From an optimization exercise on the open Yosys and OpenROAD flow, aimed at small area and a short achievable clock period; shortcuts taken in it are not production practice.
Only simulation tests tie the RTL to the original design; equivalence was not proved.
No activity file was given, so power comes from the tool's default toggle rates.

## design/flow/config.mk

```make
export PLATFORM = sky130hd
export DESIGN_NAME = stream_fifo_top
export DESIGN_NICKNAME = stream_fifo_top
export VERILOG_FILES = /design/flow/design.v
export SDC_FILE = /design/flow/constraint.sdc
export NUM_CORES = 4
export LEC_CHECK = 0
export CAP_MARGIN = 20
export CORE_MARGIN = 2
export CORE_UTILIZATION = 40
export SLEW_MARGIN = 20
```

## design/flow/constraint.sdc

```tcl
create_clock -name core_clock -period 8.0 [get_ports {ti_clk}]
set_input_delay 1.6000 -clock core_clock [delete_from_list [all_inputs] [get_ports {ti_clk}]]
set_output_delay 1.6000 -clock core_clock [all_outputs]
set_load 0.01 [all_outputs]
```

## design/flow/design.v

```verilog
package stream_fifo_pkg;
	typedef logic [15:0] sample_t;
	typedef struct packed {
		sample_t hi;
		sample_t lo;
	} sample_pair_t;
	typedef logic [31:0] word_count_t;
	typedef enum logic [1:0] {
		XFER_IDLE,
		XFER_WRITE,
		XFER_READ
	} xfer_state_t;
	localparam int IN_DEPTH_LOG2_DEF    = 4;     
	localparam int STORE_DEPTH_LOG2_DEF = 6;     
	localparam int OUT_DEPTH_LOG2_DEF   = 3;     
	localparam int OUT_BLOCK_DEF        = 4;     
endpackage
module word_pack_fifo #(
	parameter int IN_DEPTH_LOG2 = stream_fifo_pkg::IN_DEPTH_LOG2_DEF
) (
	input  logic                         ti_clk,
	input  logic                         reset,
	input  logic                         sample_wr,
	input  stream_fifo_pkg::sample_t     sample_in,
	input  logic                         pair_pop,
	output logic                         pair_avail,
	output stream_fifo_pkg::sample_pair_t pair_head,
	output stream_fifo_pkg::word_count_t in_count
);
	localparam int DEPTH = 1 << IN_DEPTH_LOG2;
	typedef logic [IN_DEPTH_LOG2:0]   in_ptr_t;
	typedef logic [IN_DEPTH_LOG2-1:0] in_addr_t;
	stream_fifo_pkg::sample_t  mem [DEPTH];
	in_ptr_t  wr_ptr;
	in_ptr_t  rd_ptr;
	in_ptr_t  fill;
	in_addr_t rd_addr_lo;
	in_addr_t rd_addr_hi;
	logic     full;
	logic     do_write;
	assign fill     = wr_ptr - rd_ptr;
	assign full     = (fill == in_ptr_t'(DEPTH));
	assign do_write = sample_wr && !full;
	always_ff @(posedge ti_clk) begin
		if (do_write) begin
			mem[wr_ptr[IN_DEPTH_LOG2-1:0]] <= sample_in;
		end
	end
	always_ff @(posedge ti_clk) begin
		if (reset) begin
			wr_ptr <= '0;
			rd_ptr <= '0;
		end else begin
			if (do_write) begin
				wr_ptr <= wr_ptr + in_ptr_t'(1);
			end
			if (pair_pop) begin
				rd_ptr <= rd_ptr + in_ptr_t'(2);
			end
		end
	end
	assign rd_addr_lo = rd_ptr[IN_DEPTH_LOG2-1:0];
	assign rd_addr_hi = rd_addr_lo | in_addr_t'(1);
	assign pair_head.lo = mem[rd_addr_lo];
	assign pair_head.hi = mem[rd_addr_hi];
	assign pair_avail = (fill >= in_ptr_t'(2));
	assign in_count   = stream_fifo_pkg::word_count_t'(fill);
endmodule
module bulk_store #(
	parameter int STORE_DEPTH_LOG2 = stream_fifo_pkg::STORE_DEPTH_LOG2_DEF
) (
	input  logic                          ti_clk,
	input  logic                          reset,
	input  logic                          pair_avail,
	input  stream_fifo_pkg::sample_pair_t pair_head,
	input  logic                          out_room,
	output logic                          pair_pop,
	output logic                          out_push,
	output stream_fifo_pkg::sample_pair_t out_pair,
	output stream_fifo_pkg::word_count_t  store_count
);
	localparam int DEPTH = 1 << STORE_DEPTH_LOG2;
	typedef logic [STORE_DEPTH_LOG2:0]   store_ptr_t;
	typedef logic [STORE_DEPTH_LOG2-1:0] store_addr_t;
	logic [31:0] mem [DEPTH];
	store_ptr_t   wr_ptr;
	store_ptr_t   rd_ptr;
	store_ptr_t   fill;
	store_addr_t  wr_addr;
	store_addr_t  rd_addr;
	stream_fifo_pkg::xfer_state_t  state;
	stream_fifo_pkg::xfer_state_t  state_next;
	logic         store_empty;
	logic         store_full;
	logic         write_ok;
	logic         read_ok;
	assign fill        = wr_ptr - rd_ptr;
	assign store_empty = (wr_ptr == rd_ptr);
	assign store_full  = (fill == store_ptr_t'(DEPTH));
	assign wr_addr     = wr_ptr[STORE_DEPTH_LOG2-1:0];
	assign rd_addr     = rd_ptr[STORE_DEPTH_LOG2-1:0];
	assign store_count = stream_fifo_pkg::word_count_t'(fill);
	assign write_ok = pair_avail && !store_full;
	assign read_ok  = !store_empty && out_room && (state != stream_fifo_pkg::XFER_READ);
	always_comb begin
		state_next = stream_fifo_pkg::XFER_IDLE;
		if (write_ok && read_ok) begin
			if (state == stream_fifo_pkg::XFER_WRITE) begin
				state_next = stream_fifo_pkg::XFER_READ;
			end else begin
				state_next = stream_fifo_pkg::XFER_WRITE;
			end
		end else if (write_ok) begin
			state_next = stream_fifo_pkg::XFER_WRITE;
		end else if (read_ok) begin
			state_next = stream_fifo_pkg::XFER_READ;
		end
	end
	assign pair_pop = (state_next == stream_fifo_pkg::XFER_WRITE);
	always_ff @(posedge ti_clk) begin
		if (reset) begin
			state <= stream_fifo_pkg::XFER_IDLE;
		end else begin
			state <= state_next;
		end
	end
	always_ff @(posedge ti_clk) begin
		if (state_next == stream_fifo_pkg::XFER_WRITE) begin
			mem[wr_addr] <= pair_head;
		end
	end
	always_ff @(posedge ti_clk) begin
		if (state_next == stream_fifo_pkg::XFER_READ) begin
			out_pair <= mem[rd_addr];
		end
	end
	always_ff @(posedge ti_clk) begin
		if (reset) begin
			wr_ptr   <= '0;
			rd_ptr   <= '0;
			out_push <= 1'b0;
		end else begin
			out_push <= (state_next == stream_fifo_pkg::XFER_READ);
			if (state_next == stream_fifo_pkg::XFER_WRITE) begin
				wr_ptr <= wr_ptr + store_ptr_t'(1);
			end
			if (state_next == stream_fifo_pkg::XFER_READ) begin
				rd_ptr <= rd_ptr + store_ptr_t'(1);
			end
		end
	end
endmodule
module out_word_fifo #(
	parameter int OUT_DEPTH_LOG2 = stream_fifo_pkg::OUT_DEPTH_LOG2_DEF,
	parameter int OUT_BLOCK      = stream_fifo_pkg::OUT_BLOCK_DEF
) (
	input  logic                          ti_clk,
	input  logic                          reset,
	input  logic                          out_push,
	input  stream_fifo_pkg::sample_pair_t out_pair,
	input  logic                          word_rd,
	output logic                          out_room,
	output stream_fifo_pkg::sample_pair_t word_out,
	output logic                          block_rdy,
	output stream_fifo_pkg::word_count_t  out_count
);
	localparam int DEPTH = 1 << OUT_DEPTH_LOG2;
	typedef logic [OUT_DEPTH_LOG2:0] out_ptr_t;
	logic [31:0] mem [DEPTH];
	out_ptr_t     wr_ptr;
	out_ptr_t     rd_ptr;
	out_ptr_t     fill;
	logic         do_read;
	assign fill      = wr_ptr - rd_ptr;
	assign out_room  = (fill != out_ptr_t'(DEPTH));
	assign out_count = stream_fifo_pkg::word_count_t'(fill);
	assign do_read   = word_rd && (fill != '0);
	always_ff @(posedge ti_clk) begin
		if (out_push) begin
			mem[wr_ptr[OUT_DEPTH_LOG2-1:0]] <= out_pair;
		end
	end
	always_ff @(posedge ti_clk) begin
		if (reset) begin
			wr_ptr    <= '0;
			rd_ptr    <= '0;
			word_out  <= '0;
			block_rdy <= 1'b0;
		end else begin
			if (out_push) begin
				wr_ptr <= wr_ptr + out_ptr_t'(1);
			end
			if (do_read) begin
				word_out <= mem[rd_ptr[OUT_DEPTH_LOG2-1:0]];
				rd_ptr   <= rd_ptr + out_ptr_t'(1);
			end
			block_rdy <= (out_count >= stream_fifo_pkg::word_count_t'(OUT_BLOCK));
		end
	end
endmodule
module stream_fifo_top #(
	parameter int IN_DEPTH_LOG2    = stream_fifo_pkg::IN_DEPTH_LOG2_DEF,
	parameter int STORE_DEPTH_LOG2 = stream_fifo_pkg::STORE_DEPTH_LOG2_DEF,
	parameter int OUT_DEPTH_LOG2   = stream_fifo_pkg::OUT_DEPTH_LOG2_DEF,
	parameter int OUT_BLOCK        = stream_fifo_pkg::OUT_BLOCK_DEF
) (
	input  logic                          ti_clk,
	input  logic                          reset,
	input  logic                          sample_wr,
	input  stream_fifo_pkg::sample_t      sample_in,
	input  logic                          word_rd,
	output stream_fifo_pkg::sample_pair_t word_out,
	output logic                          block_rdy,
	output stream_fifo_pkg::word_count_t  fill_count
);
	logic         pair_avail;
	logic         pair_pop;
	stream_fifo_pkg::sample_pair_t pair_head;
	logic         out_push;
	logic         out_room;
	stream_fifo_pkg::sample_pair_t out_pair;
	stream_fifo_pkg::word_count_t  in_count;
	stream_fifo_pkg::word_count_t  store_count;
	stream_fifo_pkg::word_count_t  out_count;
	word_pack_fifo #(
		.IN_DEPTH_LOG2(IN_DEPTH_LOG2)
	) word_pack_fifo_i (
		.ti_clk    (ti_clk),
		.reset     (reset),
		.sample_wr (sample_wr),
		.sample_in (sample_in),
		.pair_pop  (pair_pop),
		.pair_avail(pair_avail),
		.pair_head (pair_head),
		.in_count  (in_count)
	);
	bulk_store #(
		.STORE_DEPTH_LOG2(STORE_DEPTH_LOG2)
	) bulk_store_i (
		.ti_clk     (ti_clk),
		.reset      (reset),
		.pair_avail (pair_avail),
		.pair_head  (pair_head),
		.out_room   (out_room),
		.pair_pop   (pair_pop),
		.out_push   (out_push),
		.out_pair   (out_pair),
		.store_count(store_count)
	);
	out_word_fifo #(
		.OUT_DEPTH_LOG2(OUT_DEPTH_LOG2),
		.OUT_BLOCK     (OUT_BLOCK)
	) out_word_fifo_i (
		.ti_clk   (ti_clk),
		.reset    (reset),
		.out_push (out_push),
		.out_pair (out_pair),
		.word_rd  (word_rd),
		.out_room (out_room),
		.word_out (word_out),
		.block_rdy(block_rdy),
		.out_count(out_count)
	);
	assign fill_count = in_count + (store_count << 1) + (out_count << 1)
	                  + (stream_fifo_pkg::word_count_t'(out_push) << 1);
endmodule
```

## design/flow/run.sh

```bash
#!/bin/bash
# synth_recipe.tcl (not shown) runs the flow's synth.tcl, then flattens the netlist and writes it again
# the make line also repeats each setting of config.mk as NAME=value (left out here)
make -C /OpenROAD-flow-scripts/flow DESIGN_CONFIG=/design/flow/config.mk WORK_HOME=/design/flow/orfs CLKGATE_MAP_FILE= SYNTH_SCRIPT=/design/flow/synth_recipe.tcl finish
```

==> results of run 1 <==
[area by class of cell]
| class | count | area [µm²] | area share [%] |
|---|---|---|---|
| well taps | 3366 | 4210 | 3.63 |
| clock inverters | 116 | 882 | 0.760 |
| diodes | 10 | 25.0 | 0.0216 |
| flip-flops and latches | 2662 | 79300 | 68.3 |
| repair buffers | 238 | 1990 | 1.72 |
| multi-input cells | 1397 | 21900 | 18.8 |
| clock buffers | 361 | 7670 | 6.61 |
| inverters | 32 | 128 | 0.110 |
[through the flow]
step                      instances  hold slack [ns]  util [%]  total power [mW]  instance area [µm²]
final                          8182            0.495      45.7              38.7               116000
after detailed placement       7695            0.485      42.4              26.8               107000
after CTS                      8172            0.493      45.7              39.0               116000
after floorplan                4349            0.467         -              23.0               102000
after global placement         7694            0.480      42.3              26.6               107000
after global routing           8173            0.506      45.7              40.0               116000
[metal layers]
layer  share of wire [%]  global-route usage, %
met1                  41                   28.1
met2                  49                   31.4
met3                 8.0                   3.45
met4                 2.4                   5.25
met5                   0                      0
[flip-flops by register name (all words and copies together) (netlist names), named ones only]
name	cells
out_word_fifo_i.mem	256
out_word_fifo_i.word_out	32
bulk_store_i.mem	2048
word_pack_fifo_i.mem	256
out_word_fifo_i.wr_ptr	4
word_pack_fifo_i.wr_ptr	5
bulk_store_i.rd_ptr	7
bulk_store_i.out_push	1
bulk_store_i.state	2
bulk_store_i.wr_ptr	7
bulk_store_i.out_pair	32
out_word_fifo_i.rd_ptr	4
word_pack_fifo_i.rd_ptr	4
out_word_fifo_i.block_rdy	1
[placed cells by master (no fill, tap or decap), drive strengths merged, types with 13 or more instances in the layout]
master and n:
a31oi 13, edfxtp 2592, clkbuf 361, bufinv 13
a311oi 34, nor2 78, inv 33, nand3 13
clkdlybuf4s50 60, and3 16, mux2 36, ha 29
conb 23, nor3 76, buf 178, mux4 785
xor2 16, o21ai 16, nand2 142, a21oi 26
dfxtp 70, clkinv 99
[critical path, delay by kind of cell (launching register included)]
family / cells / cell delay, ns
buffers and inverters: 2 / 1.17
xor gates and xnor gates: 3 / 0.74
DFF: 1 / 0.66
adders and majority gates: 3 / 1.08
and+or+nand+nor: 1 / 0.23
AOI/OAI and AO/OA: 4 / 0.74
[worst paths after layout]
kind,startpoint,end,slack (ns),cells after the start
min reg2reg,out_word_fifo_i.wr_ptr[0],out_word_fifo_i.wr_ptr[0],0.49,2
min,out_word_fifo_i.wr_ptr[0],out_word_fifo_i.wr_ptr[0],0.49,2
max,bulk_store_i.rd_ptr[1],fill_count[7],0.83,13
max reg2reg,bulk_store_i.rd_ptr[1],bulk_store_i.mem[44][4],1.99,11
[logic make-up (layout without fill, tap and decap cells)]
| group | Yosys count | after routing | synth area share (%) |
|---|---|---|---|
| flip-flops | 2662 | 2662 | 77.8 |
| multiplexers | 823 | 823 | 17.8 |
| AND/OR/NAND/NOR | 374 | 374 | 1.67 |
| buffers and inverters | 290 | 747 | 1.28 |
| AO/OA/AOI/OAI | 117 | 117 | 0.811 |
| adder cells (fa/ha/maj) | 35 | 35 | 0.474 |
| XOR/XNOR | 25 | 25 | 0.215 |
| other | 1 | 33 | 0.00368 |
[power breakdown]
part           switching (mW)  internal (mW)
combinational            5.21           2.80
sequential              0.522           17.8
clock                    5.16           7.16
total                    10.9           27.8
==> impl_metrics.json, run 1 <==
{
  "period_needed_ns": 7.17,
  "syn-cell-area_mm2": 0.102,
  "synthCells": 4327,
  "cts-buffers-inserted": 284,
  "crit_top_cell": "ha_1",
  "ctsResizeCount": 0,
  "post_cts_buffers": 0,
  "cp_cell_sequence": "clkinv_1, ha_1, nor2b_1, o22a_1, xor2_1, xnor2_1, ha_1, ha_1, o21ai_0, a21bo_2, a21oi_1, xnor2_1, clkdlybuf4s50_1",
  "ys_warn_count": 3,
  "rsz0062_at_grt": "no",
  "die_y_um": 509,
  "leakagePower_nw": 35.1,
  "grt_pass1_wl_um": 362000,
  "drt_wl_total_um": 255000,
  "outcome": "finished clean",
  "yosysTopAreaCellShare_pct": 76.4,
  "grt_usage_pct": 19.7,
  "setup_violations": 0,
  "synth.distinct_cells": 56,
  "critPathRequiredTime_ns": 6.40,
  "critPathMaxStageDelay_ns": 0.66,
  "clockRootBuffer": "clkbuf_16",
  "dp_hpwl_um": 137000,
  "htreeDepth": 5,
  "p_per_area_mw_per_mm2": 333,
  "synth_edf_count": 2592,
  "antenna_found_initial": 13,
  "drv_slew": 0,
  "viasPerCell": 5.80,
  "numClockSinks": 2662,
  "tns_ns": 0,
  "cts_hold_buf": 0,
  "cts_tree": "done",
  "ios": 85,
  "crit_fanout": 30,
  "setup_ws_ns": 0.832,
  "fmax_ghz": 0.140,
  "firstDrtPassIters": 8,
  "clk_pin_slew_worst_paths_ns": 0.06,
  "drive_gt1_share_pct": 30.6,
  "first_iter_violations": 6179,
  "async_reset_ff_share_pct": 0,
  "drv_cap": 0,
  "worstMarginPinSlew_ns": 1.14,
  "port_buffers": 61,
  "slowest_stage": "dfxtp_4",
  "synth.most_common_cell": "edfxtp_1",
  "gp_congestion": 0.787,
  "critical_path_class": "reg2out",
  "clk_latency_ns": 0.93,
  "arrival_ns": 5.57,
  "ir_drop_mv": 0.259,
  "start_util_pct": 40.2,
  "ys.flop_type": "edfxtp_1",
  "rows": 185,
  "hold_class": "reg2reg",
  "grt_start_max_net_pins": 116,
  "synth_area_leaders": "edfxtp_1 76%, mux4_2 17%, dfxtp_1 1.4%, nand2_1 0.52%, clkbuf_1 0.43%",
  "fp.dieW_um": 509,
  "worstSetupEndpointType": "primary output",
  "dr_total_vias": 47500,
  "ys_ff_latch": 2662,
  "start_kind": "register",
  "final.period_utilization_pct": 89.6,
  "finalHoldViolations": 0,
  "grt-ovfl-total": 0,
  "grt_pass1_vias": 47500,
  "drc": 0,
  "finClkSkew_ns": 0.0497,
  "syn_to_final_growth_pct": 13.9,
  "dieArea_mm2": 0.259,
  "clockBufferDepth": 4,
  "fill_cells": 20900,
  "fin_nets": 4670,
  "ant_nets": 0,
  "core_mm2": 0.254,
  "place_ws_ns": 1.86,
  "avgSynthCellArea_um2": 23.5,
  "synth_commonest_cells": "2592 x edfxtp_1, 785 x mux4_2, 142 x nand2_1, 116 x clkbuf_1, 78 x nor2_1",
  "relSlewSlack_pct": 24.2,
  "wl_per_cell_um": 31.2,
  "ys_seq_area_share_pct": 77.8,
  "synth_largest_area_cell": "edfxtp_1"
}
==> run 2, diff against run 1 <==
==> design/flow/design.v (replaced) <==
package stream_fifo_pkg;
	typedef logic [15:0] sample_t;
	typedef struct packed {
		sample_t hi;
		sample_t lo;
	} sample_pair_t;
	typedef logic [31:0] word_count_t;
endpackage
module stream_fifo_top (
	input  logic                          ti_clk,
	input  logic                          reset,
	input  logic                          sample_wr,
	input  stream_fifo_pkg::sample_t      sample_in,
	input  logic                          word_rd,
	output stream_fifo_pkg::sample_pair_t word_out,
	output logic                          block_rdy,
	output stream_fifo_pkg::word_count_t  fill_count
);
	localparam int NPAIR = 80;
	logic [15:0] mem_lo [NPAIR];
	logic [15:0] mem_hi [NPAIR];
	logic [6:0] wr_pair;     
	logic       wr_half;     
	logic [6:0] rd_pair;     
	logic [4:0] in_cnt;      
	logic [6:0] st_cnt;      
	logic [3:0] out_cnt;     
	logic       last_wr;     
	logic       last_rd;     
	logic [7:0] fill;
	logic do_write, do_read;
	logic write_ok, read_ok, mv_wr, mv_rd;
	assign do_write = sample_wr && (in_cnt != 5'd16);
	assign do_read  = word_rd && (out_cnt != 4'd0);
	assign write_ok = (in_cnt >= 5'd2) && (st_cnt != 7'd64);
	assign read_ok  = (st_cnt != 7'd0) && (out_cnt != 4'd8) && !last_rd;
	assign mv_rd    = read_ok && (!write_ok || last_wr);
	assign mv_wr    = write_ok && !mv_rd;
	always_ff @(posedge ti_clk) begin
		if (do_write) begin
			if (wr_half) mem_hi[wr_pair] <= sample_in;
			else         mem_lo[wr_pair] <= sample_in;
		end
	end
	always_ff @(posedge ti_clk) begin
		if (reset) begin
			wr_pair   <= '0;
			wr_half   <= 1'b0;
			rd_pair   <= '0;
			in_cnt    <= '0;
			st_cnt    <= '0;
			out_cnt   <= '0;
			last_wr   <= 1'b0;
			last_rd   <= 1'b0;
			fill      <= '0;
			word_out  <= '0;
			block_rdy <= 1'b0;
		end else begin
			if (do_write) begin
				wr_half <= !wr_half;
				if (wr_half) wr_pair <= (wr_pair == 7'(NPAIR - 1)) ? 7'd0 : wr_pair + 7'd1;
			end
			if (do_read) begin
				word_out <= {mem_hi[rd_pair], mem_lo[rd_pair]};
				rd_pair  <= (rd_pair == 7'(NPAIR - 1)) ? 7'd0 : rd_pair + 7'd1;
			end
			in_cnt  <= in_cnt + 5'(do_write) - (mv_wr ? 5'd2 : 5'd0);
			st_cnt  <= st_cnt + 7'(mv_wr) - 7'(mv_rd);
			out_cnt <= out_cnt + 4'(last_rd) - 4'(do_read);
			last_wr <= mv_wr;
			last_rd <= mv_rd;
			fill    <= fill + 8'(do_write) - (do_read ? 8'd2 : 8'd0);
			block_rdy <= (out_cnt >= 4'd4);
		end
	end
	assign fill_count = {24'd0, fill};
endmodule
==> run 2 against run 1 <==
  * Routed wire length is 11% higher
  * Largest cell class unchanged
  * Power fell by 13%
  * Clock-buffer cell count is 3 lower
  * Clock skew grew 0.0050 ns
  * Still clean on timing, DRC and antenna
  * Non-clock buffer count is 43 higher
  * Worst setup slack gained 2.7 ns
  * Critical endpoint is now word_out[7]
==> impl_metrics.json, run 2 <==
{
  "final.period_utilization_pct": 56.3,
  "rsz0062_at_grt": "no",
  "ir_drop_mv": 0.315,
  "post_cts_buffers": 0,
  "synth_largest_area_cell": "edfxtp_1",
  "wl_per_cell_um": 30.8,
  "setup_violations": 0,
  "relSlewSlack_pct": 19.1,
  "firstDrtPassIters": 5,
  "fin_nets": 5651,
  "gp_congestion": 0.854,
  "layout_common_cells": "2560 x edfxtp_1, 692 x mux2i_1, 316 x mux4_2, 287 x clkbuf_16, 278 x a22oi_1",
  "tns_ns": 0,
  "ys_ff_latch": 2634,
  "synth.distinct_cells": 64,
  "r2r_setup_slack_ns": 3.50,
  "numClockSinks": 2634,
  "final_common_cell": "edfxtp_1",
  "ant_nets": 0,
  "grt_pass1_vias": 52000,
  "syn-cell-area_mm2": 0.103,
  "worstMarginPinSlew_ns": 1.20,
  "ctsResizeCount": 0,
  "finClkSkew_ns": 0.0547,
  "clockBufferDepth": 4,
  "cp_top_family": "simple AND/OR/NAND/NOR gates",
  "p_seq_share_pct": 46.2,
  "synth_area_leaders": "edfxtp_1 75%, mux4_2 6.9%, mux2i_1 6.7%, a22oi_1 2.0%, dfxtp_1 1.4%",
  "port_buffers": 60,
  "ys_seq_area_share_pct": 76.0,
  "drc": 0,
  "finalHoldViolations": 0,
  "fill_cells": 21600,
  "arrival_ns": 5.25,
  "combPwrFrac_pct": 17.9,
  "grt_pass1_wl_um": 399000,
  "die_y_um": 512,
  "drv_cap": 0,
  "slowest_stage": "nor4_1",
  "first_iter_violations": 7040,
  "drive_gt1_share_pct": 17.7,
  "htreeDepth": 5,
  "hold_class": "reg2reg",
  "viasPerCell": 5.84,
  "power.switching_mw": 8.93,
  "clk_pin_slew_worst_paths_ns": 0.06,
  "cp_cell_sequence": "buf_4, and2_4, buf_4, a221oi_1, a22oi_1, a21oi_1, nor4_1, nor4_2",
  "yosysTopAreaCellShare_pct": 74.6,
  "worstSetupEndpointType": "register",
  "synth.most_common_cell": "edfxtp_1",
  "ys.flop_type": "edfxtp_1",
  "clk_latency_ns": 0.94,
  "dieArea_mm2": 0.262,
  "crit_start": "rd_pair[1]",
  "leakagePower_nw": 35.6,
  "clockRootBuffer": "clkbuf_16",
  "dp_hpwl_um": 168000,
  "cp.buffers_inverters": 2,
  "antenna_found_initial": 11,
  "critPathMaxStageDelay_ns": 1.03,
  "avgSynthCellArea_um2": 19.3,
  "top_regs": "mem_hi (1280), mem_lo (1280), word_out (32)",
  "cts-buffers-inserted": 279,
  "critical_path_class": "reg2reg",
  "async_reset_ff_share_pct": 0,
  "synth_edf_count": 2560,
  "crit_fanout": 46,
  "synth_commonest_cells": "2560 x edfxtp_1, 692 x mux2i_1, 316 x mux4_2, 278 x a22oi_1, 245 x nor2_1",
  "grt_start_max_net_pins": 130,
  "core_mm2": 0.256,
  "period_needed_ns": 4.50,
  "drt_wl_total_um": 283000,
  "min_from": "last_wr",
  "p_per_area_mw_per_mm2": 290,
  "grt_usage_pct": 21.3,
  "fmax_ghz": 0.222,
  "p_clk_share_pct": 35.9,
  "ys_warn_count": 1,
  "r2r_start": "rd_pair[1]",
  "p_int_mw": 24.7,
  "start_util_pct": 40.2,
  "cts_hold_buf": 0,
  "grt-ovfl-total": 0,
  "drv_slew": 0,
  "synthCells": 5351,
  "cts_tree": "done",
  "sw_frac_of_total_pct": 26.5,
  "outcome": "finished clean",
  "rows": 186,
  "critPathRequiredTime_ns": 8.74,
  "dr_total_vias": 53600,
  "syn_to_final_growth_pct": 12.8,
  "fp.dieW_um": 512,
  "start_kind": "register",
  "ios": 85,
  "design_power_total_mw": 33.7,
  "crit_top_cell": "buf_4"
}
==> run 2: cell count changes after synthesis, sizes merged, moves of 34 or more <==
cell	before	now
mux2i	2	692
mux4	785	316
a22oi	1	278
nor2	78	246
nand3	13	153
buf	142	240
nand2	142	74
a21oi	26	93
a221oi	1	56
o21ai	16	69
nor2b	6	49
a311oi	34	0
==> run 2: kinds of logic (layout without fill, tap and decap cells) <==
kind of cell	Yosys count	after routing	synth area share, %
flip-flops	2634	2634	76.0
multiplexers	1013	1013	13.7
AND/OR/NAND/NOR	657	657	3.14
AO/OA/AOI/OAI	621	621	4.32
buffers and inverters	372	790	2.22
adder cells (fa/ha/maj)	34	34	0.427
XOR/XNOR	19	19	0.162
other	1	28	0.00364
==> run 2: worst paths after layout <==
check	cells after the start	endpoint
max	8	word_out[7]
min	2	last_wr
min reg2reg	2	last_wr
max reg2reg	8	word_out[7]
==> run 2: layer usage <==
metal / up-vias / GRT usage [%] / wire length (µm) / part of all wire, %
li1: 22300 / - / - / -
met2: 2551 / 33.2 / 132000 / 47
met5: - / 0 / 0 / 0
met4: 0 / 7.31 / 10100 / 3.6
met3: 420 / 4.05 / 24100 / 8.5
met1: 28300 / 30.0 / 117000 / 41
==> run 2: cell type report <==
type	instances	area (µm²)	share of cell area, %
tap	3384	4230	3.64
sequential	2634	78400	67.4
clock inverter	118	876	0.754
inverter	33	124	0.107
multi-input combinational	2368	22600	19.5
timing repair buffer	281	2470	2.13
clock buffer	358	7480	6.44
antenna	4	10.0	0.00861
==> run 2: power by group through the flow <==
stage / registers, mW / logic (mW) / clock network [mW]
finish: 15.6 / 6.03 / 12.1
global route: 15.5 / 6.38 / 12.8
global placement: 15.8 / 6.01 / 0
floorplan: 15.6 / 4.47 / 0
CTS: 15.5 / 6.06 / 12.3
detailed placement: 15.8 / 6.04 / 0
==> run 2: worst register-to-register path: stages (launching register included) <==
cell and delay [ns]:
dfxtp_4 0.93, buf_4 0.52, and2_4 0.65, buf_4 0.59, a221oi_1 0.28, a22oi_1 0.22, a21oi_1 0.11, nor4_1 1.03
nor4_2 0.03
==> run 2: per-stage QoR <==
step	worst slack (ns)	hold slack, ns	util [%]	cells	instance area, µm²
2_1_floorplan	4.29	0.474	-	5374	103000
3_3_place_gp	3.23	0.531	42.0	8695	108000
3_5_place_dp	3.18	0.525	42.0	8699	108000
4_1_cts	3.59	0.544	45.3	9175	116000
5_1_grt	3.47	0.578	45.3	9177	116000
6_report	3.50	0.554	45.3	9180	116000
==> run 3, diff against run 2 <==
--- a/design/flow/config.mk
+++ b/design/flow/config.mk
@@ -8,4 +8,6 @@
 export CAP_MARGIN = 20
 export CORE_MARGIN = 2
-export CORE_UTILIZATION = 40
+export CORE_UTILIZATION = 60
+export SETUP_SLACK_MARGIN = 5
 export SLEW_MARGIN = 20
+export TNS_END_PERCENT = 5
==> run 3 against run 2 <==
  * Register-to-register slack better by 1.3 ns
  * Sequential power is essentially flat
  * Utilization grew 25 points
  * Clock power is essentially flat
  * Cell count shrank 11%
  * Worst hold slack lost 0.045 ns
  * Global-route usage up 14 points
  * Routed wire length is 6.6% higher
  * Die area fell by 33%
  * Clock-buffer cell count rose by 14
  * Area after synthesis did not move
  * Synthesized cell count is the same
==> impl_metrics.json, run 3 <==
{
  "arrival_ns": 3.93,
  "rsz0062_at_grt": "yes",
  "synth_largest_area_cell": "edfxtp_1",
  "cts_tree": "done",
  "drv_cap": 0,
  "grt_pass1_vias": 53100,
  "final.period_utilization_pct": 39.7,
  "core_mm2": 0.171,
  "grt_usage_pct": 34.9,
  "clockRootBuffer": "clkbuf_16",
  "period_needed_ns": 3.18,
  "ys_warn_count": 1,
  "grt_pass1_wl_um": 419000,
  "grt-ovfl-total": 0,
  "fmax_ghz": 0.315,
  "drt_wl_total_um": 302000,
  "clockBufferDepth": 4,
  "grt_start_max_net_pins": 115,
  "gp_congestion": 0.877,
  "hold_class": "reg2reg",
  "critPathRequiredTime_ns": 8.76,
  "htreeDepth": 5,
  "dr_total_vias": 55500,
  "place_ws_ns": 2.91,
  "drc": 0,
  "fp.dieW_um": 418,
  "ir_drop_mv": 0.258,
  "fin_nets": 5791,
  "firstDrtPassIters": 8,
  "setup_violations": 0,
  "yosysTopAreaCellShare_pct": 74.6,
  "critical_path_class": "reg2reg",
  "clk_pin_slew_worst_paths_ns": 0.06,
  "avgSynthCellArea_um2": 19.3,
  "wl_per_cell_um": 36.9,
  "port_buffers": 60,
  "synth_edf_count": 2560,
  "die_y_um": 418,
  "viasPerCell": 6.79,
  "ios": 85,
  "relSlewSlack_pct": 24.2,
  "final_common_cell": "edfxtp_1",
  "top_regs": "mem_hi (1280), mem_lo (1280), word_out (32)",
  "clk_latency_ns": 0.93,
  "synth_commonest_cells": "2560 x edfxtp_1, 692 x mux2i_1, 316 x mux4_2, 278 x a22oi_1, 245 x nor2_1",
  "antenna_found_initial": 12,
  "setup_ws_ns": 4.82,
  "drv_slew": 0,
  "ant_nets": 0,
  "crit_fanout": 56,
  "start_kind": "register",
  "synthCells": 5351,
  "synth_area_leaders": "edfxtp_1 75%, mux4_2 6.9%, mux2i_1 6.7%, a22oi_1 2.0%, dfxtp_1 1.4%",
  "tns_ns": 0,
  "async_reset_ff_share_pct": 0,
  "finalCoreUtilization_pct": 70.0,
  "cts-buffers-inserted": 284,
  "drive_gt1_share_pct": 24.2,
  "layout_common_cells": "2560 x edfxtp_1, 689 x mux2i_1, 316 x mux4_2, 292 x clkbuf_16, 278 x a22oi_1",
  "worstSetupEndpointType": "register",
  "finClkSkew_ns": 0.0359,
  "dieArea_mm2": 0.175,
  "outcome": "finished clean",
  "ys_ff_latch": 2634,
  "synth.most_common_cell": "edfxtp_1",
  "p_per_area_mw_per_mm2": 290,
  "ys.flop_type": "edfxtp_1",
  "first_iter_violations": 8362,
  "synth.distinct_cells": 64,
  "start_util_pct": 60.2,
  "design_power_total_mw": 34.8,
  "syn_to_final_growth_pct": 16.3,
  "ys_seq_area_share_pct": 76.0,
  "finalHoldViolations": 0,
  "dp_hpwl_um": 173000,
  "leakagePower_nw": 37.3,
  "numClockSinks": 2634,
  "worstMarginPinSlew_ns": 1.14,
  "syn-cell-area_mm2": 0.103,
  "rows": 152
}
[run 3: logic make-up after synthesis]
logic type / count (synthesis) / synth area share (%)
xor+xnor: 19 / 0.162
other cells: 1 / 0.00364
simple gates: 657 / 3.14
fa+ha+maj: 34 / 0.427
buf+inv: 372 / 2.22
compound gates: 621 / 4.32
mux: 1013 / 13.7
flops: 2634 / 76.0
[run 3: per-layer routing]
layer,part of all wire (%),vias to the layer above,global-route usage [%]
met1,39,29100,50.3
met4,4.0,8,12.4
met5,0.017,-,0
met3,11,561,8.85
li1,-,22600,-
met2,46,3220,52.4
[run 3: path summary, 6_finish.rpt]
| check | startpoint | to | depth (start not counted) | slack, ns |
|---|---|---|---|---|
| worst max-delay path | rd_pair[0] | word_out[6] | 8 | 4.82 |
| worst min-delay path | word_out[1] | word_out[1] | 2 | 0.51 |
| worst max register to register | rd_pair[0] | word_out[6] | 8 | 4.82 |
| worst min register to register | word_out[1] | word_out[1] | 2 | 0.51 |
[run 3: where the power goes]
group	internal [mW]	switching (mW)	total [mW]	leakage (nW)
sequential	15.3	0.216	15.5	23.6
combinational	2.86	4.11	6.98	9.47
clock	7.15	5.12	12.3	4.17
total	25.3	9.45	34.8	37.3
[run 3: repair_timing]
item | CTS | global route
resized for setup | 243 | 106
hold buffers | 0 | 0
gates cloned | 16 | 1
buffers inserted | 223 | 19
pin swaps | 120 | 15
setup endpoints to repair | 2646 | 2049
[run 3: stage by stage]
stage,hold slack (ns),area [µm²],cells
CTS,0.507,119000,8143
global placement,0.542,107000,7420
floorplan,0.474,104000,5374
finish,0.509,120000,8169
global route,0.517,120000,8166
detailed placement,0.535,107000,7422
[run 3: area by class of cell]
class,count,area (µm²)
Sequential cell,2634,78500
Fill cell,10800,51300
Multi-Input combinational cell,2369,24400
Clock buffer,372,7660
Timing Repair Buffer,415,5550
Tap cell,2233,2790
Clock inverter,110,853
Inverter,33,133
Antenna cell,3,7.51
[run 3: critical path: stages (launching register included)]
cell and delay (ns):
dfxtp_4 0.38, buf_4 0.22, buf_4 0.22, buf_16 0.36, mux4_2 0.64, mux2i_1 0.33, o22ai_1 0.27, nor3_2 0.40
a211oi_1 0.12
==> run 4, diff against run 3 <==
--- a/design/flow/config.mk
+++ b/design/flow/config.mk
@@ -9,4 +9,6 @@
 export CORE_MARGIN = 2
 export CORE_UTILIZATION = 60
+export CTS_BUF_LIST = sky130_fd_sc_hd__clkbuf_8
+export CTS_CLUSTER_SIZE = 30
 export SETUP_SLACK_MARGIN = 5
 export SLEW_MARGIN = 20
==> run 4 against run 3 <==
  * Largest power group unchanged
  * Clock-buffer cell count rose by 59
  * Die area did not move
  * Register-to-register slack got worse by 0.06 ns
  * Synthesized cell count did not move
  * Clock skew rose by 0.013 ns
==> impl_metrics.json, run 4 <==
{
  "outcome": "finished clean",
  "finClkSkew_ns": 0.0493,
  "critPathMaxStageDelay_ns": 0.46,
  "synth_largest_area_cell": "edfxtp_1",
  "synth_mux_area_share_pct": 13.7,
  "dr_total_vias": 56100,
  "synth_edf_count": 2560,
  "avgSynthCellArea_um2": 19.3,
  "synth_commonest_cells": "2560 x edfxtp_1, 692 x mux2i_1, 316 x mux4_2, 278 x a22oi_1, 245 x nor2_1",
  "fin_area_mm2": 0.118,
  "hold_class": "reg2reg",
  "place_ws_ns": 2.91,
  "die_y_um": 418,
  "cts_hold_buf": 0,
  "relSlewSlack_pct": 21.5,
  "synth.most_common_cell": "edfxtp_1",
  "ys.flop_type": "edfxtp_1",
  "firstDrtPassIters": 5,
  "critical_path_class": "reg2out",
  "layout_common_cells": "2560 x edfxtp_1, 690 x mux2i_1, 431 x clkbuf_8, 316 x mux4_2, 278 x a22oi_1",
  "cp_top_family": "flip-flops",
  "r2r_start": "wr_pair[0]",
  "combPwrFrac_pct": 21.6,
  "slowest_stage": "dfxtp_4",
  "worstSetupEndpointType": "primary output",
  "start_util_pct": 60.2,
  "period_needed_ns": 3.30,
  "worstMarginPinSlew_ns": 1.18,
  "core_mm2": 0.171,
  "whs_ns": 0.510,
  "fin_nets": 5880,
  "clk_pin_slew_worst_paths_ns": 0.06,
  "crit_fanout": 2,
  "htreeDepth": 5,
  "clk_latency_ns": 1.11,
  "p_seq_share_pct": 46.3,
  "dieArea_mm2": 0.175,
  "synth_area_leaders": "edfxtp_1 75%, mux4_2 6.9%, mux2i_1 6.7%, a22oi_1 2.0%, dfxtp_1 1.4%",
  "grt_pass1_vias": 53900,
  "p_per_area_mw_per_mm2": 283,
  "finalCoreUtilization_pct": 69.2,
  "sw_frac_of_total_pct": 28.7,
  "grt_usage_pct": 35.1,
  "crit_start": "word_out[19]",
  "cp_cell_sequence": "buf_6",
  "top_regs": "mem_hi (1280), mem_lo (1280), word_out (32)",
  "synth_top_family_by_area": "multiplexers",
  "first_iter_violations": 8538,
  "drv_cap": 0,
  "finalHoldViolations": 0,
  "ir_drop_mv": 0.246,
  "cts-buffers-inserted": 421,
  "leakagePower_nw": 37.2,
  "ant_nets": 0,
  "rows": 152,
  "yosys.area_share.adder_pct": 0.427,
  "synthCells": 5351,
  "drc": 0,
  "setup_ws_ns": 4.70,
  "ys_warn_count": 1,
  "placed_area_mm2": 0.107,
  "cp.buffers_inverters": 1,
  "wl_per_cell_um": 36.3,
  "async_reset_ff_share_pct": 0,
  "start_kind": "register",
  "rsz0062_at_grt": "yes",
  "p_clk_share_pct": 32.1,
  "min_from": "word_out[1]",
  "grt-ovfl-total": 0,
  "setup_violations": 0,
  "ys_ff_latch": 2634,
  "ios": 85,
  "drt_wl_total_um": 304000,
  "grt_start_max_net_pins": 115,
  "grt_pass1_wl_um": 421000,
  "final.period_utilization_pct": 41.3,
  "antenna_found_initial": 15,
  "drv_slew": 0,
  "critPathRequiredTime_ns": 6.40,
  "gp_congestion": 0.877,
  "final_common_cell": "edfxtp_1",
  "port_buffers": 60,
  "tns_ns": 0,
  "clockRootBuffer": "clkbuf_8",
  "drive_gt1_share_pct": 24.8,
  "power.switching_mw": 9.62,
  "fill_cells": 11100,
  "synth-simple-area-share_pct": 3.14,
  "numClockSinks": 2634,
  "syn-cell-area_mm2": 0.103,
  "dp_hpwl_um": 173000,
  "arrival_ns": 1.70,
  "ys_seq_area_share_pct": 76.0,
  "synth.distinct_cells": 64,
  "fp.dieW_um": 418,
  "clockBufferDepth": 4,
  "synth_xor_xnor_area_share_pct": 0.162,
  "fmax_ghz": 0.303,
  "yosysTopAreaCellShare_pct": 74.6,
  "p_int_mw": 23.9,
  "synth_compound_area_share_pct": 4.32,
  "cts_tree": "done",
  "syn_to_final_growth_pct": 15.0,
  "viasPerCell": 6.70
}
==> run 4: area by class of cell <==
class                           instances  area (µm²)  share of cell area [%]
Clock inverter                        313        1730                    1.46
Antenna cell                            5        12.5                  0.0106
Timing Repair Buffer                  367        5150                    4.34
Multi-Input combinational cell       2369       24200                    20.5
Sequential cell                      2634       78500                    66.3
Tap cell                             2233        2790                    2.36
Clock buffer                          431        5930                    5.01
Inverter                               33         129                   0.109
==> run 4: power groups by stage <==
stage | Clock [mW] | Sequential (mW) | Combinational [mW]
floorplan | 0 | 15.7 | 4.55
global placement | 0 | 15.8 | 6.27
detailed placement | 0 | 15.8 | 6.29
CTS | 10.8 | 15.5 | 7.20
global route | 11.5 | 15.5 | 7.55
finish | 10.7 | 15.5 | 7.24
==> run 4: stage by stage <==
stage / total power [mW] / cells
3_3_place_gp: 22.1 / 7420
5_1_grt: 34.5 / 8381
6_report: 33.5 / 8385
3_5_place_dp: 22.1 / 7422
2_1_floorplan: 20.2 / 5374
4_1_cts: 33.5 / 8336
==> run 4: routing by layer <==
metal	track usage [%]	share of wire (%)
met1	50.7	39
met2	52.4	46
met4	12.6	3.9
met5	0	0.030
met3	9.18	11
==> run 4: repair_timing <==
item,CTS,global route
endpoints found under the hold margin,0,0
gates cloned,22,0
setup endpoints to repair,2180,2449
setup buffers,148,41
gates resized for setup,360,19
pin swaps,70,35
==> run 4: kinds of logic (layout without fill, tap and decap cells) <==
kind of cell               after synthesis  count (layout)
AOI/OAI and AO/OA                      621             622
and+or+nand+nor                        657             657
buffers and inverters                  372            1144
muxes                                 1013            1013
other                                    1              29
DFF                                   2634            2634
xor gates and xnor gates                19              19
adders and majority gates               34              34
==> run 4: path summary, 6_finish.rpt <==
check / end / slack [ns] / depth (start not counted)
worst max register to register: mem_lo[9][4] / 4.76 / 3
worst max-delay path: word_out[19] / 4.70 / 1
worst min register to register: word_out[1] / 0.51 / 2
worst min-delay path: word_out[1] / 0.51 / 2
==> run 5, diff against run 4 <==
--- a/design/flow/config.mk
+++ b/design/flow/config.mk
@@ -9,5 +9,5 @@
 export CORE_MARGIN = 2
 export CORE_UTILIZATION = 60
-export CTS_BUF_LIST = sky130_fd_sc_hd__clkbuf_8
+export CTS_CLUSTER_DIAMETER = 100
 export CTS_CLUSTER_SIZE = 30
 export SETUP_SLACK_MARGIN = 5
==> run 5 against run 4 <==
  * Sequential share of layout area is 2.2 points higher
  * Clock-buffer cell count fell by 270
  * Critical path type is now in2reg
  * Critical endpoint is now mem_hi[31][11]
  * Area after synthesis did not move
  * Largest power group unchanged
  * Maximum frequency grew 5.6%
  * Utilization fell by 2.3 points
  * Sequential power about the same
  * Register-to-register slack gained 0.12 ns
  * Non-clock buffer count increased by 74
==> impl_metrics.json, run 5 <==
{
  "final_common_cell": "edfxtp_1",
  "drt_wl_total_um": 297000,
  "ys_warn_count": 1,
  "drc": 0,
  "first_iter_violations": 8373,
  "hold_end": "word_out[1]",
  "clk_pin_slew_worst_paths_ns": 0.12,
  "synth.distinct_cells": 64,
  "synth_area_leaders": "edfxtp_1 75%, mux4_2 6.9%, mux2i_1 6.7%, a22oi_1 2.0%, dfxtp_1 1.4%",
  "die_y_um": 418,
  "drv_slew": 0,
  "clockBufferDepth": 3,
  "async_reset_ff_share_pct": 0,
  "clk_latency_ns": 0.79,
  "ir_drop_mv": 0.227,
  "start_kind": "input pin",
  "final.period_utilization_pct": 39.1,
  "fin_area_mm2": 0.115,
  "firstDrtPassIters": 6,
  "start_util_pct": 60.2,
  "yosysTopAreaCellShare_pct": 74.6,
  "synth_largest_area_cell": "edfxtp_1",
  "finClkSkew_ns": 0.0579,
  "avgSynthCellArea_um2": 19.3,
  "cts-buffers-inserted": 97,
  "hold_class": "reg2reg",
  "ant_nets": 0,
  "whs_ns": 0.522,
  "dieArea_mm2": 0.175,
  "viasPerCell": 6.87,
  "finalCoreUtilization_pct": 67.0,
  "antenna_found_initial": 13,
  "cts_tree": "done",
  "min_from": "word_out[1]",
  "clockRootBuffer": "clkbuf_16",
  "p_per_area_mw_per_mm2": 254,
  "dp_hpwl_um": 173000,
  "wl_per_cell_um": 37.7,
  "slowest_stage": "buf_4",
  "grt_usage_pct": 34.1,
  "gp_congestion": 0.877,
  "fp.dieW_um": 418,
  "period_needed_ns": 3.13,
  "syn_to_final_growth_pct": 11.2,
  "arrival_ns": 3.61,
  "grt_pass1_wl_um": 410000,
  "critPathMaxStageDelay_ns": 0.44,
  "core_mm2": 0.171,
  "worstMarginPinSlew_ns": 1.15,
  "critical_path_class": "in2reg",
  "relSlewSlack_pct": 23.1,
  "worstSetupEndpointType": "register",
  "ys_ff_latch": 2634,
  "ys.flop_type": "edfxtp_1",
  "drv_cap": 0,
  "top_regs": "mem_hi (1280), mem_lo (1280), word_out (32)",
  "syn-cell-area_mm2": 0.103,
  "timing.rr.end": "word_out[18]",
  "synth_edf_count": 2560,
  "cp_cell_sequence": "dlygate4sd2_1, and3_2, nand4_1, buf_4, nor2_4, buf_12",
  "rows": 152,
  "synth.most_common_cell": "edfxtp_1",
  "grt_start_max_net_pins": 115,
  "worst-r2r-cell-count": 8,
  "numClockSinks": 2634,
  "drive_gt1_share_pct": 21.1,
  "finalHoldViolations": 0,
  "synth_commonest_cells": "2560 x edfxtp_1, 692 x mux2i_1, 316 x mux4_2, 278 x a22oi_1, 245 x nor2_1",
  "rsz0062_at_grt": "yes",
  "critPathRequiredTime_ns": 8.48,
  "htreeDepth": 3,
  "r2r_setup_slack_ns": 4.88,
  "fin_nets": 5630,
  "synthCells": 5351,
  "crit_fanout": 10,
  "fmax_ghz": 0.320,
  "setup_violations": 0,
  "r2r_start": "rd_pair[1]",
  "grt-ovfl-total": 0,
  "leakagePower_nw": 34.7,
  "port_buffers": 60,
  "placed_area_mm2": 0.107,
  "ys_seq_area_share_pct": 76.0,
  "dr_total_vias": 54200,
  "ios": 85,
  "outcome": "finished clean",
  "cts_hold_buf": 0,
  "tns_ns": 0,
  "layout_common_cells": "2560 x edfxtp_1, 687 x mux2i_1, 316 x mux4_2, 278 x a22oi_1, 201 x buf_4",
  "hold_depth": 2,
  "grt_pass1_vias": 51100
}
-- run 5: cell counts after synthesis --
No cell type changed its count.
-- run 5: power by group --
| part | internal (mW) | switching, mW | total [mW] |
|---|---|---|---|
| clock network | 2.39 | 3.99 | 6.38 |
| registers | 15.3 | 0.203 | 15.5 |
| logic | 3.00 | 4.21 | 7.21 |
-- run 5: area by class of cell --
cell class                 instances  area [µm²]
antenna                            8        20.0
clock buffer                     161        2750
clock inverter                     3        26.3
fill                           11300       56600
inverter                          33         133
multi-input combinational       2369       24400
sequential                      2634       78500
tap                             2233        2790
timing repair buffer             441        5990
-- run 5: cells by family (layout without fill, tap and decap cells) --
logic type | after synthesis | count (layout) | share of synthesized area (%)
adders and majority gates | 34 | 34 | 0.427
other | 1 | 32 | 0.00364
and+or+nand+nor | 657 | 657 | 3.14
DFF | 2634 | 2634 | 76.0
muxes | 1013 | 1013 | 13.7
xor gates and xnor gates | 19 | 19 | 0.162
buffers and inverters | 372 | 638 | 2.22
AOI/OAI and AO/OA | 621 | 622 | 4.32
-- run 5: worst max-delay path, delay by kind of cell --
kind                   cells  cell delay [ns]
buffers and inverters      3             1.02
and+or+nand+nor            3             0.96
-- run 5: timing repair --
action,4_1_cts,5_1_grt
pin swaps,136,16
endpoints found under the hold margin,0,0
buffers inserted,251,12
gates resized for setup,240,89
setup endpoints to repair,2647,1564
cloned,18,4
-- run 5: per-layer routing --
metal	part of all wire (%)	up-vias	GRT usage (%)
li1	-	22100	-
met1	39	28600	50.2
met3	11	403	7.04
met4	3.7	8	10.8
met5	0.016	-	0
met2	46	3124	51.9
-- run 5: per-stage QoR --
step / power, mW / instances / setup slack (ns)
final: 29.1 / 7882 / 4.87
after CTS: 28.9 / 7855 / 4.75
after global routing: 29.9 / 7876 / 4.87
after detailed placement: 22.1 / 7422 / 2.91
after floorplan: 20.2 / 5374 / 4.67
after global placement: 22.1 / 7420 / 2.95
-- run 5: how the worst max path moves through the flow --
stage	start	end	slack [ns]	cells after the start
after CTS	word_out[25]	word_out[25]	4.75	1
after floorplan	word_rd	out_cnt[1]	4.67	11
after global placement	sample_wr	mem_lo[53][12]	2.95	5
after detailed placement	sample_wr	mem_lo[77][6]	2.91	5
final	sample_wr	mem_hi[31][11]	4.87	6
after global routing	rd_pair[1]	word_out[18]	4.87	8
==> run 6, diff against run 5 <==
--- a/design/flow/design.v
+++ b/design/flow/design.v
@@ -17,10 +17,10 @@
 	output stream_fifo_pkg::word_count_t  fill_count
 );
-	localparam int NPAIR = 80;
-	logic [15:0] mem_lo [NPAIR];
-	logic [15:0] mem_hi [NPAIR];
-	logic [6:0] wr_pair;     
-	logic       wr_half;     
-	logic [6:0] rd_pair;     
+	localparam int NROW = 10;
+	localparam int NCOL = 8;
+	logic [31:0] mem [NROW*NCOL];
+	logic [NROW-1:0] wr_row, rd_row;    
+	logic [NCOL-1:0] wr_col, rd_col;    
+	logic            wr_half;           
 	logic [4:0] in_cnt;      
 	logic [6:0] st_cnt;      
@@ -37,15 +37,36 @@
 	assign mv_rd    = read_ok && (!write_ok || last_wr);
 	assign mv_wr    = write_ok && !mv_rd;
-	always_ff @(posedge ti_clk) begin
-		if (do_write) begin
-			if (wr_half) mem_hi[wr_pair] <= sample_in;
-			else         mem_lo[wr_pair] <= sample_in;
+	logic [NCOL-1:0] wcol_lo, wcol_hi;
+	assign wcol_lo = do_write && !wr_half ? wr_col : '0;
+	assign wcol_hi = do_write &&  wr_half ? wr_col : '0;
+	for (genvar r = 0; r < NROW; r++) begin : g_row
+		for (genvar c = 0; c < NCOL; c++) begin : g_col
+			always_ff @(posedge ti_clk) begin
+				if (wr_row[r] && wcol_lo[c]) mem[r*NCOL+c][15:0]  <= sample_in;
+				if (wr_row[r] && wcol_hi[c]) mem[r*NCOL+c][31:16] <= sample_in;
+			end
+		end
+	end
+	logic [31:0] row_word [NROW];
+	logic [31:0] head;
+	always_comb begin
+		for (int r = 0; r < NROW; r++) begin
+			row_word[r] = '0;
+			for (int c = 0; c < NCOL; c++) begin
+				row_word[r] = row_word[r] | (mem[r*NCOL+c] & {32{rd_col[c]}});
+			end
+		end
+		head = '0;
+		for (int r = 0; r < NROW; r++) begin
+			head = head | (row_word[r] & {32{rd_row[r]}});
 		end
 	end
 	always_ff @(posedge ti_clk) begin
 		if (reset) begin
-			wr_pair   <= '0;
+			wr_row    <= NROW'(1);
+			wr_col    <= NCOL'(1);
 			wr_half   <= 1'b0;
-			rd_pair   <= '0;
+			rd_row    <= NROW'(1);
+			rd_col    <= NCOL'(1);
 			in_cnt    <= '0;
 			st_cnt    <= '0;
@@ -59,9 +80,13 @@
 			if (do_write) begin
 				wr_half <= !wr_half;
-				if (wr_half) wr_pair <= (wr_pair == 7'(NPAIR - 1)) ? 7'd0 : wr_pair + 7'd1;
+				if (wr_half) begin
+					wr_col <= {wr_col[NCOL-2:0], wr_col[NCOL-1]};
+					if (wr_col[NCOL-1]) wr_row <= {wr_row[NROW-2:0], wr_row[NROW-1]};
+				end
 			end
 			if (do_read) begin
-				word_out <= {mem_hi[rd_pair], mem_lo[rd_pair]};
-				rd_pair  <= (rd_pair == 7'(NPAIR - 1)) ? 7'd0 : rd_pair + 7'd1;
+				word_out <= head;
+				rd_col   <= {rd_col[NCOL-2:0], rd_col[NCOL-1]};
+				if (rd_col[NCOL-1]) rd_row <= {rd_row[NROW-2:0], rd_row[NROW-1]};
 			end
 			in_cnt  <= in_cnt + 5'(do_write) - (mv_wr ? 5'd2 : 5'd0);
@@ -70,5 +95,10 @@
 			last_wr <= mv_wr;
 			last_rd <= mv_rd;
-			fill    <= fill + 8'(do_write) - (do_read ? 8'd2 : 8'd0);
+			case ({do_write, do_read})
+				2'b10:   fill <= fill + 8'd1;
+				2'b01:   fill <= fill - 8'd2;
+				2'b11:   fill <= fill - 8'd1;
+				default: fill <= fill;
+			endcase
 			block_rdy <= (out_cnt >= 4'd4);
 		end
==> run 6 against run 5 <==
  * Design area decreased by 10%
  * Sequential cell count increased by 22
  * Largest cell class unchanged
  * Register-to-register slack improved by 0.04 ns
  * Clock skew decreased by 0.035 ns
  * First-iteration DRC count increased by 13%
  * Area after synthesis decreased by 5.4%
==> impl_metrics.json, run 6 <==
{
  "drv_slew": 0,
  "final.period_utilization_pct": 38.8,
  "synth_commonest_cells": "2560 x edfxtp_1, 1365 x a22oi_1, 320 x nand4_1, 239 x buf_2, 96 x dfxtp_1",
  "drive_gt1_share_pct": 9.06,
  "port_buffers": 60,
  "clockBufferDepth": 3,
  "avgSynthCellArea_um2": 18.1,
  "timing.rr.end": "word_out[13]",
  "dieArea_mm2": 0.166,
  "synth_area_leaders": "edfxtp_1 79%, a22oi_1 11%, nand4_1 2.1%, dfxtp_1 2.0%, buf_2 1.2%",
  "grt_start_max_net_pins": 131,
  "viasPerCell": 7.20,
  "synth_compound_area_share_pct": 11.9,
  "drc": 0,
  "dp.cells": 7289,
  "arrival_ns": 3.52,
  "clockRootBuffer": "clkbuf_16",
  "start_kind": "input pin",
  "final_common_cell": "edfxtp_1",
  "synth-simple-area-share_pct": 4.07,
  "dp_hpwl_um": 161000,
  "ys_ff_latch": 2656,
  "r2r_setup_slack_ns": 4.92,
  "synth_largest_area_cell": "edfxtp_1",
  "grt_usage_pct": 33.9,
  "finalNonFillerCells": 7514,
  "p_per_area_mw_per_mm2": 247,
  "ys_warn_count": 3,
  "leakagePower_nw": 30.5,
  "fmax_ghz": 0.322,
  "drv_cap": 0,
  "design_power_total_mw": 25.4,
  "min_from": "rd_row[1]",
  "yosys.area_share.adder_pct": 0.434,
  "numClockSinks": 2656,
  "rsz0062_at_grt": "yes",
  "place_ws_ns": 2.86,
  "antenna_found_initial": 27,
  "dr_total_vias": 54100,
  "fill_cells": 11200,
  "setup_violations": 0,
  "layout_common_cells": "2560 x edfxtp_1, 1363 x a22oi_1, 320 x nand4_1, 98 x clkbuf_16, 94 x buf_4",
  "placed_area_mm2": 0.0994,
  "die_y_um": 407,
  "largest_register_ffs": 2560,
  "relSlewSlack_pct": 20.9,
  "cts-buffers-inserted": 98,
  "core_mm2": 0.161,
  "syn_to_final_growth_pct": 5.54,
  "finalCoreUtilization_pct": 63.9,
  "top_regs": "mem (2560), word_out (32)",
  "worstMarginPinSlew_ns": 1.18,
  "outcome": "finished clean",
  "cp_top_family": "simple AND/OR/NAND/NOR gates",
  "cp_cell_sequence": "clkdlybuf4s15_1, o21ai_4, inv_8, buf_4, and3_2, and2_1",
  "synth.distinct_cells": 56,
  "ant_nets": 0,
  "synthCells": 5372,
  "clk_pin_slew_worst_paths_ns": 0.11,
  "synth_xor_xnor_area_share_pct": 0.171,
  "grt_pass1_wl_um": 391000,
  "setup_ws_ns": 4.90,
  "ios": 85,
  "first_iter_violations": 9463,
  "htreeDepth": 3,
  "crit_fanout": 16,
  "worst-r2r-cell-count": 6,
  "cp.depth": 6,
  "critical_path_class": "in2reg",
  "cts_tree": "done",
  "finClkSkew_ns": 0.0225,
  "slowest_stage": "and2_1",
  "worstSetupEndpointType": "register",
  "grt-ovfl-total": 0,
  "period_needed_ns": 3.10,
  "r2r_start": "rd_col[6]",
  "start_util_pct": 60.6,
  "critPathMaxStageDelay_ns": 0.72,
  "syn-cell-area_mm2": 0.0975,
  "whs_ns": 0.493,
  "finalHoldViolations": 0,
  "hold_depth": 2,
  "largest-register": "mem",
  "synth.most_common_cell": "edfxtp_1",
  "async_reset_ff_share_pct": 0,
  "clk_latency_ns": 0.77,
  "ys_seq_area_share_pct": 80.8,
  "yosysTopAreaCellShare_pct": 78.9,
  "ys.flop_type": "edfxtp_1",
  "synth_edf_count": 2560,
  "fin_nets": 5317,
  "wl_per_cell_um": 37.7,
  "firstDrtPassIters": 6,
  "rows": 147,
  "hold_end": "rd_row[1]",
  "critPathRequiredTime_ns": 8.41,
  "tns_ns": 0,
  "drt_wl_total_um": 283000,
  "fp.dieW_um": 407,
  "cp.buffers_inverters": 3,
  "grt_pass1_vias": 50000,
  "gp_congestion": 0.922,
  "synth_top_family_by_area": "compound AO/OA/AOI/OAI gates",
  "fin_area_mm2": 0.103,
  "hold_class": "reg2reg",
  "ir_drop_mv": 0.207,
  "synth_mux_area_share_pct": 0.0218
}
==> run 6: logic make-up after synthesis <==
| logic type | Yosys count |
|---|---|
| flops | 2656 |
| compound gates | 1549 |
| simple gates | 667 |
| buf+inv | 446 |
| fa+ha+maj | 32 |
| xor+xnor | 19 |
| mux | 2 |
| other cells | 1 |
==> run 6: repair_timing <==
item / CTS / global route
pin swaps: 10 / 9
hold buffers: 0 / 0
setup endpoints to repair: 2669 / 663
resized for setup: 315 / 36
buffers inserted: 16 / 9
cloned: 5 / 1
==> run 6: report_power, final <==
part / internal [mW] / switching [mW] / leakage [nW]
combinational: 1.04 / 2.39 / 5.32
clock: 2.35 / 4.02 / 1.32
sequential: 15.4 / 0.246 / 23.8
==> run 6: worst register-to-register path: cells and delay by family, from the launching register on <==
family	cells	cell delay, ns
simple gates	1	0.37
buf+inv	2	0.73
flops	1	0.53
compound gates	3	1.30
==> run 6: worst max path at each step <==
stage | startpoint | to | slack, ns
finish | sample_wr | mem[74][24] | 4.90
global route | in_cnt[3] | st_cnt[6] | 4.85
CTS | word_out[16] | word_out[16] | 4.91
detailed placement | word_rd | fill[7] | 2.86
global placement | word_rd | fill[7] | 2.91
floorplan | word_rd | fill[7] | 4.46
==> run 6: cell type report <==
| cell class | count | area [µm²] | area share, % |
|---|---|---|---|
| repair inverters | 4 | 30.0 | 0.0292 |
| multi-input cells | 2293 | 16500 | 16.0 |
| inverters | 32 | 151 | 0.147 |
| well taps | 2160 | 2700 | 2.63 |
| clock buffers | 158 | 2680 | 2.60 |
| diodes | 23 | 57.6 | 0.0560 |
| clock inverters | 8 | 85.1 | 0.0827 |
| flip-flops and latches | 2656 | 78900 | 76.7 |
| repair buffers | 180 | 1720 | 1.67 |
==> run 6: per-layer routing <==
metal	global-route usage [%]	up-vias	part of all wire, %
met5	0	-	0.044
met4	10.2	14	3.2
met3	6.80	403	12
met2	49.5	3417	45
met1	52.1	28200	40
li1	-	22100	-
==> run 7, diff against run 6 <==
--- a/design/flow/design.v
+++ b/design/flow/design.v
@@ -75,5 +75,4 @@
 			last_rd   <= 1'b0;
 			fill      <= '0;
-			word_out  <= '0;
 			block_rdy <= 1'b0;
 		end else begin
@@ -86,5 +85,4 @@
 			end
 			if (do_read) begin
-				word_out <= head;
 				rd_col   <= {rd_col[NCOL-2:0], rd_col[NCOL-1]};
 				if (rd_col[NCOL-1]) rd_row <= {rd_row[NROW-2:0], rd_row[NROW-1]};
@@ -104,4 +102,9 @@
 		end
 	end
+	logic wo_load;
+	assign wo_load = reset || do_read;
+	always_ff @(posedge ti_clk) begin
+		if (wo_load) word_out <= reset ? 32'd0 : head;
+	end
 	assign fill_count = {24'd0, fill};
 endmodule
--- a/design/flow/config.mk
+++ b/design/flow/config.mk
@@ -8,7 +8,7 @@
 export CAP_MARGIN = 20
 export CORE_MARGIN = 2
-export CORE_UTILIZATION = 60
+export CORE_UTILIZATION = 70
 export CTS_CLUSTER_DIAMETER = 100
-export CTS_CLUSTER_SIZE = 30
+export CTS_CLUSTER_SIZE = 25
 export SETUP_SLACK_MARGIN = 5
 export SLEW_MARGIN = 20
==> run 7 against run 6 <==
  * Critical path type is now reg2reg
  * Global-route usage increased by 5.0 points
  * Combinational power decreased by 7.3%
  * Sequential share of layout area decreased by 0.12 points
  * Power increased by 0.31%
  * Maximum frequency decreased by 4.1%
  * First-iteration DRC count increased by 10%
  * Non-clock buffer count decreased by 8
  * Worst hold slack got worse by 0.028 ns
  * Worst setup slack got worse by 0.13 ns
==> impl_metrics.json, run 7 <==
{
  "outcome": "finished clean",
  "arrival_ns": 3.70,
  "setup_violations": 0,
  "ir_drop_mv": 0.278,
  "hold_class": "reg2reg",
  "grt-ovfl-total": 0,
  "async_reset_ff_share_pct": 0,
  "synth.distinct_cells": 56,
  "worstMarginPinSlew_ns": 1.31,
  "antenna_found_initial": 18,
  "p_int_mw": 19.1,
  "relSlewSlack_pct": 12.6,
  "fp.dieW_um": 377,
  "crit_fanout": 123,
  "syn_to_final_growth_pct": 5.86,
  "firstDrtPassIters": 6,
  "fin_nets": 5262,
  "power.switching_mw": 6.44,
  "timing.rr.end": "word_out[10]",
  "cts-buffers-inserted": 116,
  "period_needed_ns": 3.24,
  "r2r_setup_slack_ns": 4.76,
  "placed_area_mm2": 0.0995,
  "drc": 0,
  "combPwrFrac_pct": 12.5,
  "synth_commonest_cells": "2592 x edfxtp_1, 1310 x a22oi_1, 320 x nand4_1, 183 x buf_2, 128 x clkbuf_1",
  "clockRootBuffer": "clkbuf_16",
  "wl_per_cell_um": 38.9,
  "ios": 85,
  "clk_pin_slew_worst_paths_ns": 0.09,
  "finClkSkew_ns": 0.0299,
  "htreeDepth": 3,
  "fill_cells": 8136,
  "port_buffers": 60,
  "rsz0062_at_grt": "yes",
  "final.period_utilization_pct": 40.5,
  "p_per_area_mw_per_mm2": 247,
  "synth_area_leaders": "edfxtp_1 80%, a22oi_1 10%, nand4_1 2.1%, dfxtp_1 1.3%, a221oi_2 0.97%",
  "ys_warn_count": 3,
  "start_util_pct": 70.2,
  "synth.most_common_cell": "edfxtp_1",
  "drv_cap": 0,
  "finalHoldViolations": 0,
  "r2r_start": "rd_col[5]",
  "finalNonFillerCells": 7169,
  "hold_end": "rd_row[8]",
  "dp_hpwl_um": 164000,
  "dp.cells": 6947,
  "grt_pass1_vias": 50400,
  "finalCoreUtilization_pct": 74.4,
  "ys.flop_type": "edfxtp_1",
  "clk_latency_ns": 0.79,
  "viasPerCell": 7.62,
  "final_common_cell": "edfxtp_1",
  "dr_total_vias": 54700,
  "yosysTopAreaCellShare_pct": 79.7,
  "leakagePower_nw": 30.9,
  "grt_pass1_wl_um": 383000,
  "die_y_um": 377,
  "gp_congestion": 0.930,
  "cts_tree": "done",
  "core_mm2": 0.139,
  "drt_wl_total_um": 279000,
  "min_from": "rd_row[8]",
  "first_iter_violations": 10400,
  "tns_ns": 0,
  "ys_seq_area_share_pct": 81.0,
  "numClockSinks": 2656,
  "sw_frac_of_total_pct": 25.2,
  "worstSetupEndpointType": "register",
  "dieArea_mm2": 0.142,
  "hold_depth": 2,
  "syn-cell-area_mm2": 0.0976,
  "worst-r2r-cell-count": 6,
  "start_kind": "register",
  "clockBufferDepth": 3,
  "fmax_ghz": 0.309,
  "rows": 137,
  "critical_path_class": "reg2reg",
  "critPathRequiredTime_ns": 8.46,
  "layout_common_cells": "2592 x edfxtp_1, 1301 x a22oi_1, 320 x nand4_1, 119 x clkbuf_16, 92 x buf_4",
  "largest_register_ffs": 2560,
  "synthCells": 5301,
  "top_regs": "mem (2560), word_out (32)",
  "drv_slew": 0,
  "ys_ff_latch": 2656,
  "largest-register": "mem",
  "fin_area_mm2": 0.103,
  "avgSynthCellArea_um2": 18.4,
  "p_clk_share_pct": 26.5,
  "synth_largest_area_cell": "edfxtp_1",
  "ant_nets": 0,
  "drive_gt1_share_pct": 8.93,
  "grt_usage_pct": 38.9,
  "p_seq_share_pct": 61.1,
  "synth_edf_count": 2592,
  "grt_start_max_net_pins": 161
}
run 7: worst max path at each step:
stage / start / endpoint / slack, ns
final: rd_col[5] / word_out[10] / 4.76
after global routing: word_out[28] / word_out[28] / 4.80
after CTS: sample_wr / mem[58][13] / 4.74
after detailed placement: sample_wr / mem[27][17] / 3.19
after global placement: sample_wr / mem[29][20] / 3.22
after floorplan: word_rd / fill[7] / 4.54
run 7: timing repair:
item,CTS,global route
endpoints found under the hold margin,0,0
pin swaps,1,16
hold buffers,0,0
setup buffers,7,12
cloned,1,1
setup endpoints to repair,2635,2312
gates resized for setup,152,71
run 7: stage by stage:
step	power, mW	hold WS (ns)	setup slack [ns]
final	25.5	0.465	4.76
after global placement	18.9	0.440	3.22
after global routing	26.1	0.478	4.80
after CTS	25.3	0.465	4.74
after detailed placement	18.9	0.451	3.19
after floorplan	17.5	0.489	4.54
run 7: worst max-delay path: stages, from the launching register on:
cell	delay, ns
dfxtp_4	0.49
buf_16	0.26
a22oi_1	0.52
nand4_1	0.17
a22o_1	0.35
a221oi_2	0.56
a31oi_1	0.32
run 7: area by class of cell:
type / count / area, µm² / area share, %
Clock buffer: 164 / 3130 / 3.02
Timing Repair inverter: 1 / 6.26 / 0.00605
Antenna cell: 31 / 77.6 / 0.0751
Sequential cell: 2656 / 79200 / 76.6
Multi-Input combinational cell: 2231 / 16700 / 16.1
Inverter: 32 / 143 / 0.138
Tap cell: 1876 / 2350 / 2.27
Timing Repair Buffer: 172 / 1720 / 1.66
Clock inverter: 6 / 71.3 / 0.0690
run 7: kinds of logic (layout without fill, tap and decap cells):
kind of cell / Yosys count / after routing / synth area share [%]
flops: 2656 / 2656 / 81.0
xor+xnor: 19 / 19 / 0.170
mux: 2 / 2 / 0.0218
buf+inv: 437 / 375 / 2.34
simple gates: 605 / 605 / 3.65
other cells: 1 / 55 / 0.00384
fa+ha+maj: 32 / 32 / 0.433
compound gates: 1549 / 1549 / 12.4
run 7: layer usage:
| metal | global-route usage [%] | part of all wire (%) | up-vias |
|---|---|---|---|
| met3 | 9.97 | 15 | 545 |
| li1 | - | - | 21900 |
| met5 | 0 | 0.024 | - |
| met1 | 57.1 | 36 | 27700 |
| met4 | 13.0 | 3.6 | 8 |
| met2 | 58.1 | 46 | 4431 |
run 7: power groups by stage:
stage / clock [mW] / combinational, mW / sequential, mW
2_1_floorplan: 0 / 1.66 / 15.8
3_3_place_gp: 0 / 2.98 / 15.9
3_5_place_dp: 0 / 3.02 / 15.9
4_1_cts: 6.72 / 3.02 / 15.6
5_1_grt: 7.14 / 3.32 / 15.6
6_report: 6.75 / 3.18 / 15.6

-- afterwards: timing with drivers on the ports --
Ports are ideal in the flow. The routed layouts listed here were re-timed in OpenROAD.
Step 1 assumes that a clkbuf_16 drives the clock port and a buf_2 every other input.
Step 2 moves the port delays by t, midway between the first and last clock arrival at a register: inputs arrive t later, outputs are due t later. That takes back most of the time a late clock gives input paths.
Slacks: ideal ports / drivers / drivers and shift; pairs: ideal ports / drivers.
run	t (ns)	setup WS [ns]	hold WS [ns]	worst register clock-pin slew, ns	cell pins on the clock port's net
run 1	1.004	0.832 / 0.736 / 1.740	0.495 / 0.495 / 0.495	0.06 / 0.06	1
run 2	1.011	3.496 / 3.496 / 3.114	0.554 / 0.554 / 0.554	0.07 / 0.07	1
run 3	0.998	4.825 / 4.760 / 3.948	0.509 / 0.509 / 0.509	0.06 / 0.06	1
run 4	1.163	4.697 / 4.616 / 3.604	0.510 / 0.510 / 0.510	0.08 / 0.08	1
run 5	0.850	4.873 / 4.806 / 4.091	0.522 / 0.522 / 0.522	0.12 / 0.12	1
run 6	0.857	4.896 / 4.844 / 4.109	0.493 / 0.493 / 0.493	0.12 / 0.12	1
run 7	0.861	4.763 / 4.699 / 4.277	0.465 / 0.465 / 0.465	0.10 / 0.10	1
After both steps every run listed still meets setup and hold. For run 4, which loses most, drivers alone change the setup slack by -0.081 ns; drivers and shift together by -1.093 ns.
